Source: an optimization exercise on an open RTL-to-GDS flow (aim: small area, a short achievable clock period and few clock cycles). Production flows keep margins and buffers that such runs may drop.
Function was checked by simulation only, so behaviour that the tests miss may differ from the original.

==> design.v <==
`timescale 1ns/1ps
module qsim_ctrl (
  input  logic clk,
  input  logic reset_n,
  input  logic dut_valid,
  output logic dut_ready,
  output logic load_go,
  output logic apply_go,
  output logic store_go,
  input  logic load_done,
  input  logic apply_done,
  input  logic store_done
);
  localparam logic [2:0] IDLE   = 3'd0;
  localparam logic [2:0] HEADER = 3'd1;
  localparam logic [2:0] LOAD   = 3'd2;
  localparam logic [2:0] APPLY  = 3'd3;
  localparam logic [2:0] STORE  = 3'd4;
  logic [2:0]  state;
  logic [2:0]  state_nxt;
  logic        hdr_wait;   
  always_comb begin
    state_nxt = state;
    case (state)
      IDLE: begin
        if (dut_valid && dut_ready) state_nxt = HEADER;
      end
      HEADER: begin
        if (hdr_wait) state_nxt = LOAD;   
      end
      LOAD: begin
        if (load_done) state_nxt = APPLY;
      end
      APPLY: begin
        if (apply_done) state_nxt = STORE;
      end
      STORE: begin
        if (store_done) state_nxt = IDLE;   
      end
      default: state_nxt = IDLE;
    endcase
  end
  always_ff @(posedge clk) begin
    if (!reset_n) begin
      state     <= IDLE;
      hdr_wait  <= 1'b0;
      dut_ready <= 1'b1;
    end else begin
      state     <= state_nxt;
      hdr_wait  <= (state == HEADER) && !hdr_wait;
      dut_ready <= (state_nxt == IDLE);
    end
  end
  assign load_go  = (state == HEADER) || (state == LOAD);
  assign apply_go = (state == APPLY);
  assign store_go = (state == STORE);
endmodule
`timescale 1ns/1ps
module qsim_loader #(
  parameter int MAX_QUBITS = 2,
  parameter int MAX_GATES  = 4
) (
  input  logic                          clk,
  input  logic                          reset_n,
  input  logic                          load_go,
  output logic [7:0]                    state_in_addr,
  input  logic [31:0]                   state_in_data,   
  output logic [$clog2(MAX_QUBITS+1)-1:0] num_qubits,
  output logic [$clog2(MAX_GATES+1)-1:0]  num_gates,
  output logic                          load_we,
  output logic [MAX_QUBITS-1:0]         load_idx,
  output logic [31:0]                   load_data,
  output logic                          load_done
);
  localparam int ADDR_W = 8;
  localparam int QB_W  = $clog2(MAX_QUBITS + 1);
  localparam int GW    = $clog2(MAX_GATES + 1);
  localparam int IDX_W = MAX_QUBITS;
  localparam int CNT_W = MAX_QUBITS + 2;   
  logic [CNT_W-1:0] cnt;     
  logic [CNT_W-1:0] n_amp;   
  assign n_amp = CNT_W'(1) << num_qubits;
  assign state_in_addr = ADDR_W'((cnt == '0) ? cnt : cnt - 1'b1);
  assign load_we   = load_go && (cnt >= CNT_W'(3)) && (cnt <= n_amp + CNT_W'(2));
  assign load_idx  = IDX_W'(cnt - CNT_W'(3));
  assign load_data = state_in_data;
  always_ff @(posedge clk) begin
    if (!reset_n) begin
      cnt        <= '0;
      num_qubits <= '0;
      num_gates  <= '0;
      load_done  <= 1'b0;
    end else begin
      cnt       <= load_go ? cnt + 1'b1 : '0;
      load_done <= load_go && (cnt == n_amp + CNT_W'(2));
      if (load_go && (cnt == CNT_W'(1))) begin   
        num_qubits <= state_in_data[16 +: QB_W];
        num_gates  <= state_in_data[0 +: GW];
      end
    end
  end
endmodule
`timescale 1ns/1ps
module qsim_state_bank #(
  parameter int MAX_QUBITS = 2
) (
  input  logic                            clk,
  input  logic                            reset_n,
  input  logic                            load_we,
  input  logic [MAX_QUBITS-1:0]           load_idx,
  input  logic [31:0]                     load_data,
  input  logic [MAX_QUBITS-1:0]           rd_idx,
  output logic [31:0]                     rd_data,
  input  logic                            row_we,
  input  logic [MAX_QUBITS-1:0]           row_idx,
  input  logic [31:0]                     row_data,
  input  logic                            bank_swap,
  input  logic                            store_go,
  input  logic [$clog2(MAX_QUBITS+1)-1:0] num_qubits,
  output logic                            state_out_en,
  output logic [7:0]                      state_out_addr,
  output logic [31:0]                     state_out_data,
  output logic                            store_done
);
  localparam int ADDR_W  = 8;
  localparam int IDX_W   = MAX_QUBITS;
  localparam int NUM_AMP = 1 << MAX_QUBITS;
  logic [31:0]      mem [2][NUM_AMP];   
  logic             front;              
  logic             back;               
  logic [IDX_W:0]   st_cnt;
  logic [IDX_W:0]   n_amp;
  assign n_amp   = (IDX_W + 1)'(1) << num_qubits;
  assign back    = ~front;
  assign rd_data = mem[front][rd_idx];
  always_ff @(posedge clk) begin
    if (load_we) mem[front][load_idx] <= load_data;   
    if (row_we) mem[back][row_idx]  <= row_data;     
  end
  always_ff @(posedge clk) begin
    if (!reset_n) front <= 1'b0;
    else          front <= front ^ bank_swap;
  end
  always_ff @(posedge clk) begin
    if (!reset_n) begin
      st_cnt       <= '0;
      state_out_en   <= 1'b0;
      state_out_addr <= '0;
      state_out_data <= '0;
      store_done   <= 1'b0;
    end else begin
      state_out_en    <= 1'b0;
      store_done      <= 1'b0;
      if (!store_go) begin
        st_cnt <= '0;
      end else if (st_cnt < n_amp) begin
        state_out_en      <= 1'b1;
        state_out_addr    <= ADDR_W'(st_cnt);
        state_out_data    <= mem[front][st_cnt[IDX_W-1:0]];
        st_cnt            <= st_cnt + 1'b1;
        store_done        <= (st_cnt == n_amp - 1'b1);   
      end
    end
  end
endmodule
`timescale 1ns/1ps
module qsim_gate_engine #(
  parameter int MAX_QUBITS = 2,
  parameter int MAX_GATES  = 4
) (
  input  logic clk,
  input  logic reset_n,
  input  logic apply_go,
  input  logic [$clog2(MAX_QUBITS+1)-1:0] num_qubits,
  input  logic [$clog2(MAX_GATES+1)-1:0]  num_gates,
  output logic [7:0]            gate_addr,
  input  logic [31:0]           gate_data,   
  output logic [MAX_QUBITS-1:0] rd_idx,
  input  logic [31:0]           rd_data,
  output logic                  row_we,
  output logic [MAX_QUBITS-1:0] row_idx,
  output logic [31:0]           row_data,
  output logic                  bank_swap,
  output logic                  apply_done
);
  localparam int DATA_W = 16;     
  localparam int FRAC_W = 13;     
  localparam int ACC_W  = 40;     
  localparam int ADDR_W = 8;
  localparam int GW     = $clog2(MAX_GATES + 1);
  localparam int IDX_W  = MAX_QUBITS;
  localparam int PROD_W = 2 * DATA_W;
  logic [GW-1:0] g;
  logic [IDX_W-1:0] i, j, n_last, s1_row, s2_row;
  logic started, issue, col_end, row_end, last_gate;
  logic s1_vld, s1_first, s1_col_end, s1_row_end, s2_we, s2_swap;
  logic [31:0] amp_q;   
  logic signed [PROD_W-1:0] p_rr, p_ii, p_ri, p_ir;
  logic signed [PROD_W:0]   sum_re, sum_im;
  logic signed [ACC_W-1:0]  term_re, term_im, acc_re, acc_im;
  assign n_last    = IDX_W'((1 << num_qubits) - 1);
  assign col_end   = (j == n_last);
  assign row_end   = (i == n_last);
  assign last_gate = (g == num_gates - GW'(1));
  assign gate_addr = (ADDR_W'(g) << (2 * num_qubits)) + (ADDR_W'(i) << num_qubits) + ADDR_W'(j);
  assign rd_idx    = j;
  assign p_rr    = PROD_W'($signed(gate_data[31:16])) * PROD_W'($signed(amp_q[31:16]));
  assign p_ii    = PROD_W'($signed(gate_data[15:0])) * PROD_W'($signed(amp_q[15:0]));
  assign p_ri    = PROD_W'($signed(gate_data[31:16])) * PROD_W'($signed(amp_q[15:0]));
  assign p_ir    = PROD_W'($signed(gate_data[15:0])) * PROD_W'($signed(amp_q[31:16]));
  assign sum_re  = (PROD_W + 1)'(p_rr) - (PROD_W + 1)'(p_ii);
  assign sum_im  = (PROD_W + 1)'(p_ri) + (PROD_W + 1)'(p_ir);
  assign term_re = ACC_W'(sum_re >>> FRAC_W);
  assign term_im = ACC_W'(sum_im >>> FRAC_W);
  always_ff @(posedge clk) begin
    if (!reset_n) begin
      {started, issue, s1_vld, s2_we, s2_swap} <= '0;
      g <= '0;
      i <= '0;
      j <= '0;
    end else begin
      s1_vld  <= issue;
      s2_we   <= s1_vld && s1_col_end;
      s2_swap <= s1_vld && s1_col_end && s1_row_end;   
      if (!apply_go) begin
        started <= 1'b0;
        issue   <= 1'b0;
      end else if (!started) begin
        {started, issue} <= {1'b1, num_gates != '0};
        {g, i, j}        <= '0;
      end else if (issue) begin
        j <= col_end ? '0 : j + 1'b1;
        if (col_end) i <= row_end ? '0 : i + 1'b1;
        if (col_end && row_end) issue <= 1'b0;   
      end else if (bank_swap && !last_gate) begin
        g     <= g + 1'b1;
        issue <= 1'b1;
      end
    end
  end
  always_ff @(posedge clk) begin
    amp_q <= rd_data;
    {s1_first, s1_col_end, s1_row_end} <= {j == '0, col_end, row_end};
    {s1_row, s2_row} <= {i, s1_row};
    if (s1_vld) begin
      acc_re <= s1_first ? term_re : acc_re + term_re;
      acc_im <= s1_first ? term_im : acc_im + term_im;
    end
  end
  assign row_we      = s2_we;
  assign row_idx     = s2_row;
  assign row_data[31:16] = acc_re[DATA_W-1:0];   
  assign row_data[15:0]  = acc_im[DATA_W-1:0];
  assign bank_swap   = s2_swap;
  assign apply_done  = (s2_swap && last_gate) || (apply_go && (num_gates == '0));
endmodule
`timescale 1ns/1ps
module qsim_top #(
  parameter int MAX_QUBITS = 3,
  parameter int MAX_GATES  = 4
) (
  input  logic              clk,
  input  logic              reset_n,
  input  logic              dut_valid,
  output logic              dut_ready,
  output logic [7:0]        state_in_addr,
  input  logic [31:0]       state_in_data,    
  output logic [7:0]        gate_addr,
  input  logic [31:0]       gate_data,        
  output logic              state_out_en,
  output logic [7:0]        state_out_addr,
  output logic [31:0]       state_out_data    
);
  localparam int QB_W  = $clog2(MAX_QUBITS + 1);
  localparam int GW    = $clog2(MAX_GATES + 1);
  localparam int IDX_W = MAX_QUBITS;
  logic             load_go, apply_go, store_go;
  logic             load_done, apply_done, store_done;
  logic [QB_W-1:0]  num_qubits;
  logic [GW-1:0]    num_gates;
  logic             load_we;   
  logic [IDX_W-1:0] load_idx;
  logic [31:0]      load_data;
  logic [IDX_W-1:0] rd_idx;    
  logic [31:0]      rd_data;
  logic             row_we;    
  logic [IDX_W-1:0] row_idx;
  logic [31:0]      row_data;
  logic             bank_swap;
  qsim_ctrl u_ctrl (
    .clk(clk), .reset_n(reset_n),
    .dut_valid(dut_valid), .dut_ready(dut_ready),
    .load_go(load_go), .apply_go(apply_go), .store_go(store_go),
    .load_done(load_done), .apply_done(apply_done), .store_done(store_done)
  );
  qsim_loader #(.MAX_QUBITS(MAX_QUBITS), .MAX_GATES(MAX_GATES)) u_loader (
    .clk(clk), .reset_n(reset_n), .load_go(load_go),
    .state_in_addr(state_in_addr), .state_in_data(state_in_data),
    .num_qubits(num_qubits), .num_gates(num_gates),
    .load_we(load_we), .load_idx(load_idx), .load_data(load_data),
    .load_done(load_done)
  );
  qsim_state_bank #(.MAX_QUBITS(MAX_QUBITS)) u_bank (
    .clk(clk), .reset_n(reset_n),
    .load_we(load_we), .load_idx(load_idx), .load_data(load_data),
    .rd_idx(rd_idx), .rd_data(rd_data),
    .row_we(row_we), .row_idx(row_idx), .row_data(row_data),
    .bank_swap(bank_swap), .store_go(store_go), .num_qubits(num_qubits),
    .state_out_en(state_out_en), .state_out_addr(state_out_addr),
    .state_out_data(state_out_data), .store_done(store_done)
  );
  qsim_gate_engine #(.MAX_QUBITS(MAX_QUBITS), .MAX_GATES(MAX_GATES)) u_engine (
    .clk(clk), .reset_n(reset_n), .apply_go(apply_go),
    .num_qubits(num_qubits), .num_gates(num_gates),
    .gate_addr(gate_addr), .gate_data(gate_data),
    .rd_idx(rd_idx), .rd_data(rd_data),
    .row_we(row_we), .row_idx(row_idx), .row_data(row_data),
    .bank_swap(bank_swap), .apply_done(apply_done)
  );
endmodule
==> run.sh <==
#!/bin/bash
# synth_recipe.tcl (not shown) runs the flow's synth.tcl, then flattens the netlist and writes it again
# the make line also repeats each setting of config.mk as NAME=value (left out here)
make -C /OpenROAD-flow-scripts/flow DESIGN_CONFIG=/design/flow/config.mk WORK_HOME=/design/flow/orfs CLKGATE_MAP_FILE= SYNTH_SCRIPT=/design/flow/synth_recipe.tcl finish
==> config.mk <==
export PLATFORM = sky130hd
export DESIGN_NAME = qsim_top
export DESIGN_NICKNAME = qsim_top
export VERILOG_FILES = /design/flow/design.v
export SDC_FILE = /design/flow/constraint.sdc
export NUM_CORES = 4
export LEC_CHECK = 0
export CAP_MARGIN = 20
export CORE_MARGIN = 2
export CORE_UTILIZATION = 40
export SLEW_MARGIN = 20
==> constraint.sdc <==
create_clock -name core_clock -period 11.0 [get_ports {clk}]
set_input_delay 2.2000 -clock core_clock [delete_from_list [all_inputs] [get_ports {clk}]]
set_output_delay 2.2000 -clock core_clock [all_outputs]
set_load 0.01 [all_outputs]
==> reports/metrics.yaml <==
place_congestion: 0.905
holdWs_ps: 325
worstReg2RegStart: "u_engine.amp_q[25]$_DFF_P_"
grt_max_degree: 105
finalNetCount: 7987
ios: 125
cts.sinks: 658
synth-seq-area-share_pct: 25.5
synth_compound_area_share_pct: 1.94
worst_pin_slew_ps: 1140
reg2reg_setup_slack_ps: 1230
initial_core_util_pct: 40.3
ys.warnings.count: 4
path_clk_slew_ps: 70
grt_pass1_vias: 52500
finalInstanceArea_sq_mm: 0.0824
io_buffers: 120
synth_fa_ha_area_share_pct: 34.8
synthTopCellsByArea: "fa_1, edfxtp_1, mux4_2, mux2_2, inv_1"
synth_top_family_by_area: "adder cells"
synth_xor_area_share_pct: 1.88
status: "timing/DRC/antenna clean"
syn_inst: 6295
grt_usage_pct: 23.4
fin_crit_sh_pct: 97.6
synth_mux_area_share_pct: 18.2
maxCapViolations: 0
max_slew_margin_pct: 24.0
antenna_found_initial: 14
slowest_stage: "fa_1"
hold_end: "u_engine.s2_row[0]$_DFF_P_"
cts_tree: "built"
r2r_end: "u_engine.acc_im[15]$_DFFE_PP_"
synth_edf_count: 544
finalCriticalPeriod_ps: 10740
crit_type: "input pin to register"
layout-drive-gt1-share_pct: 22.9
setup_violations: 0
synth-seq-cells: 658
hold_buffers: 0
overflow: 0
fin_skew_ps: 33.1
finalMaxSlewViolations: 0
cp.arrival_ps: 11140
root_buffer: "clkbuf_16"
crit_top_cell: "fa_1"
post-dp-hpwl_um: 157000
die_h_um: 431
fin_tns_setup_ps: 0
synthSimpleGateAreaFrac_pct: 9.22
syn_area_sq_mm: 0.0730
critPathMaxFanout: 7
slowest_delay_ps: 600
yosysTopAreaCell: "fa_1"
synth-async-reset-ratio_pct: 0
routed-via-count: 47900
syn_avg_cell_area_sq_um: 11.6
ys_types: 69
clk_path_buf_depth: 3
hold_violations: 0
end_kind: "register"
drc: 0
finalWirelength_um: 215000
core_sq_mm: 0.181
dieArea_sq_mm: 0.186
crit_buf_inv: 7
min_path_type: "register to register"
placed_area_sq_mm: 0.0796
crit_required_ps: 11400
start_kind: "input pin"
chipWidth_um: 431
grt_pass1_wl_um: 326000
hold_start: "u_engine.s1_row[0]$_DFF_P_"
vias_per_cell: 5.35
cts_htree_levels: 3
r2r_cells: 33
area_growth_pct: 12.8
hold_depth: 0
yosysTopAreaCellShare_pct: 28.8
drt_pass1_iterations: 5
post_drt_wl_per_cell_um: 24.0
crit_family: "adder cells"
ant_nets: 0
cts_made_buffers: 68
fmax_mhz: 93.1
synthFlopType: "edfxtp_1"
drt_iter0_drc: 3735
clk_latency_ps: 660
rows: 156
yosysMostFrequentCell: "inv_1"
yosys-top-cells-count: "inv_1, fa_1, nand2_1"
layer usage:
metal,track usage [%],vias to the layer above,wire (um)
li1,-,20600,-
met1,29.8,25100,83800
met2,40.9,1727,108000
met3,2.99,446,13400
met4,8.40,8,9000
met5,0,-,56
worst max-delay path by stage:
stage,startpoint,end,slack (ps),cells after the start
CTS,gate_data[25],u_engine.acc_re[15]$_DFFE_PP_,4,34
global route,gate_data[4],u_engine.acc_im[15]$_DFFE_PP_,-20,35
floorplan,gate_data[9],u_engine.acc_im[15]$_DFFE_PP_,20,34
global placement,gate_data[25],u_engine.acc_im[15]$_DFFE_PP_,-990,34
detailed placement,gate_data[25],u_engine.acc_im[15]$_DFFE_PP_,-1020,34
finish,gate_data[4],u_engine.acc_im[15]$_DFFE_PP_,260,35
logic make-up after synthesis:
kind of cell	Yosys count
AOI/OAI and AO/OA	225
xor gates and xnor gates	157
adders and majority gates	1402
buffers and inverters	1642
DFF	658
muxes	859
other	1
and+or+nand+nor	1351
worst register-to-register path, delay by kind of cell (launching register included):
| kind | cells | cell delay [ps] |
|---|---|---|
| AO/OA/AOI/OAI | 9 | 1590 |
| XOR/XNOR | 2 | 240 |
| adder cells (fa/ha/maj) | 10 | 4330 |
| buffers and inverters | 5 | 690 |
| flip-flops | 1 | 940 |
| AND/OR/NAND/NOR | 7 | 1720 |
per-stage QoR:
stage / worst slack (ps) / util [%] / instances
floorplan: 15.8 / - / 6298
global placement: -993 / 43.9 / 8802
detailed placement: -1020 / 43.9 / 8802
CTS: 3.84 / 45.2 / 8928
global route: -24.2 / 45.5 / 8946
finish: 263 / 45.5 / 8949
cell type report:
class	count	area [sq um]
clock buffer	94	1940
fill	16700	98800
inverter	1227	4610
multi-input combinational	3998	48700
antenna	6	15.0
sequential	658	18700
tap	2370	2970
timing repair buffer	565	5080
clock inverter	31	358
cells in the final DEF, fill, tap and decap left out, types with 7 or more instances in the layout:
| cell | n |
|---|---|
| buf_4 | 400 |
| buf_6 | 8 |
| nand3_1 | 19 |
| and2_1 | 517 |
| mux2i_1 | 12 |
| nand2b_1 | 48 |
| edfxtp_1 | 544 |
| nor3_1 | 15 |
| clkbuf_1 | 15 |
| xor2_1 | 31 |
| nand3b_1 | 7 |
| dfxtp_1 | 102 |
| o21ai_0 | 34 |
| nor2b_1 | 15 |
| o21a_1 | 14 |
| dlymetal6s2s_1 | 15 |
| and3_1 | 8 |
| a21o_1 | 19 |
| clkdlybuf4s50_1 | 102 |
| nor2_4 | 9 |
| clkbuf_16 | 75 |
| clkbuf_8 | 8 |
| bufinv_16 | 7 |
| ha_1 | 348 |
| clkinv_2 | 14 |
| nand2_1 | 568 |
| fa_1 | 1046 |
| mux4_2 | 320 |
| a21oi_2 | 14 |
| xnor2_1 | 123 |
| buf_12 | 33 |
| o22ai_4 | 9 |
| inv_1 | 1225 |
| a21oi_1 | 75 |
| mux2_2 | 527 |
| dfxtp_4 | 7 |
| nor2_1 | 102 |
flip-flops by register name, indices dropped and copies added, names as in the netlist, 2 cells and up:
signal and cells:
u_engine.s2_row 3, u_bank.st_cnt 4, u_engine.j 3, u_engine.amp_q 32, u_loader.num_gates 3, u_bank.state_out_data 32
u_loader.cnt 5, u_bank.state_out_addr 4, u_bank.mem 512, u_engine.i 3, u_engine.g 3, u_engine.acc_im 16
u_engine.s1_row 3, u_engine.acc_re 16, u_loader.num_qubits 2, u_ctrl.state 3
what timing repair did:
action / 4_1_cts / 5_1_grt
pin swaps: 7 / 38
setup endpoints to repair: 4 / 11
gates resized for setup: 10 / 69
cloned: 0 / 4
buffers inserted: 2 / 10
Testbench counts, summed over its fixed seeds: cycles 53,966.

## separate check: timing with driven ports
Ports are ideal in the flow. The routed layout listed here was re-timed in OpenROAD.
Step 1, drivers: a clkbuf_16 drives clk and a buf_2 each remaining input, both assumed.
Step 2, shift: input delay + t, output delay - t, t = (earliest + latest rising clock arrival at the registers) / 2. This alone moves slack from input paths to output paths.
Three values: no drivers, after step 1, after step 2; two values: the first two.
shift t [ns]: 0.714
setup slack, ns: 0.263 / 0.294 / -0.419
hold slack, ns: 0.325 / 0.325 / 0.325
pins driven straight from the clock port: 1
Met with ideal ports but missed after step 2: setup timing in this run. For this run, drivers alone change the setup slack by +0.031 ns; drivers and shift together by -0.682 ns.
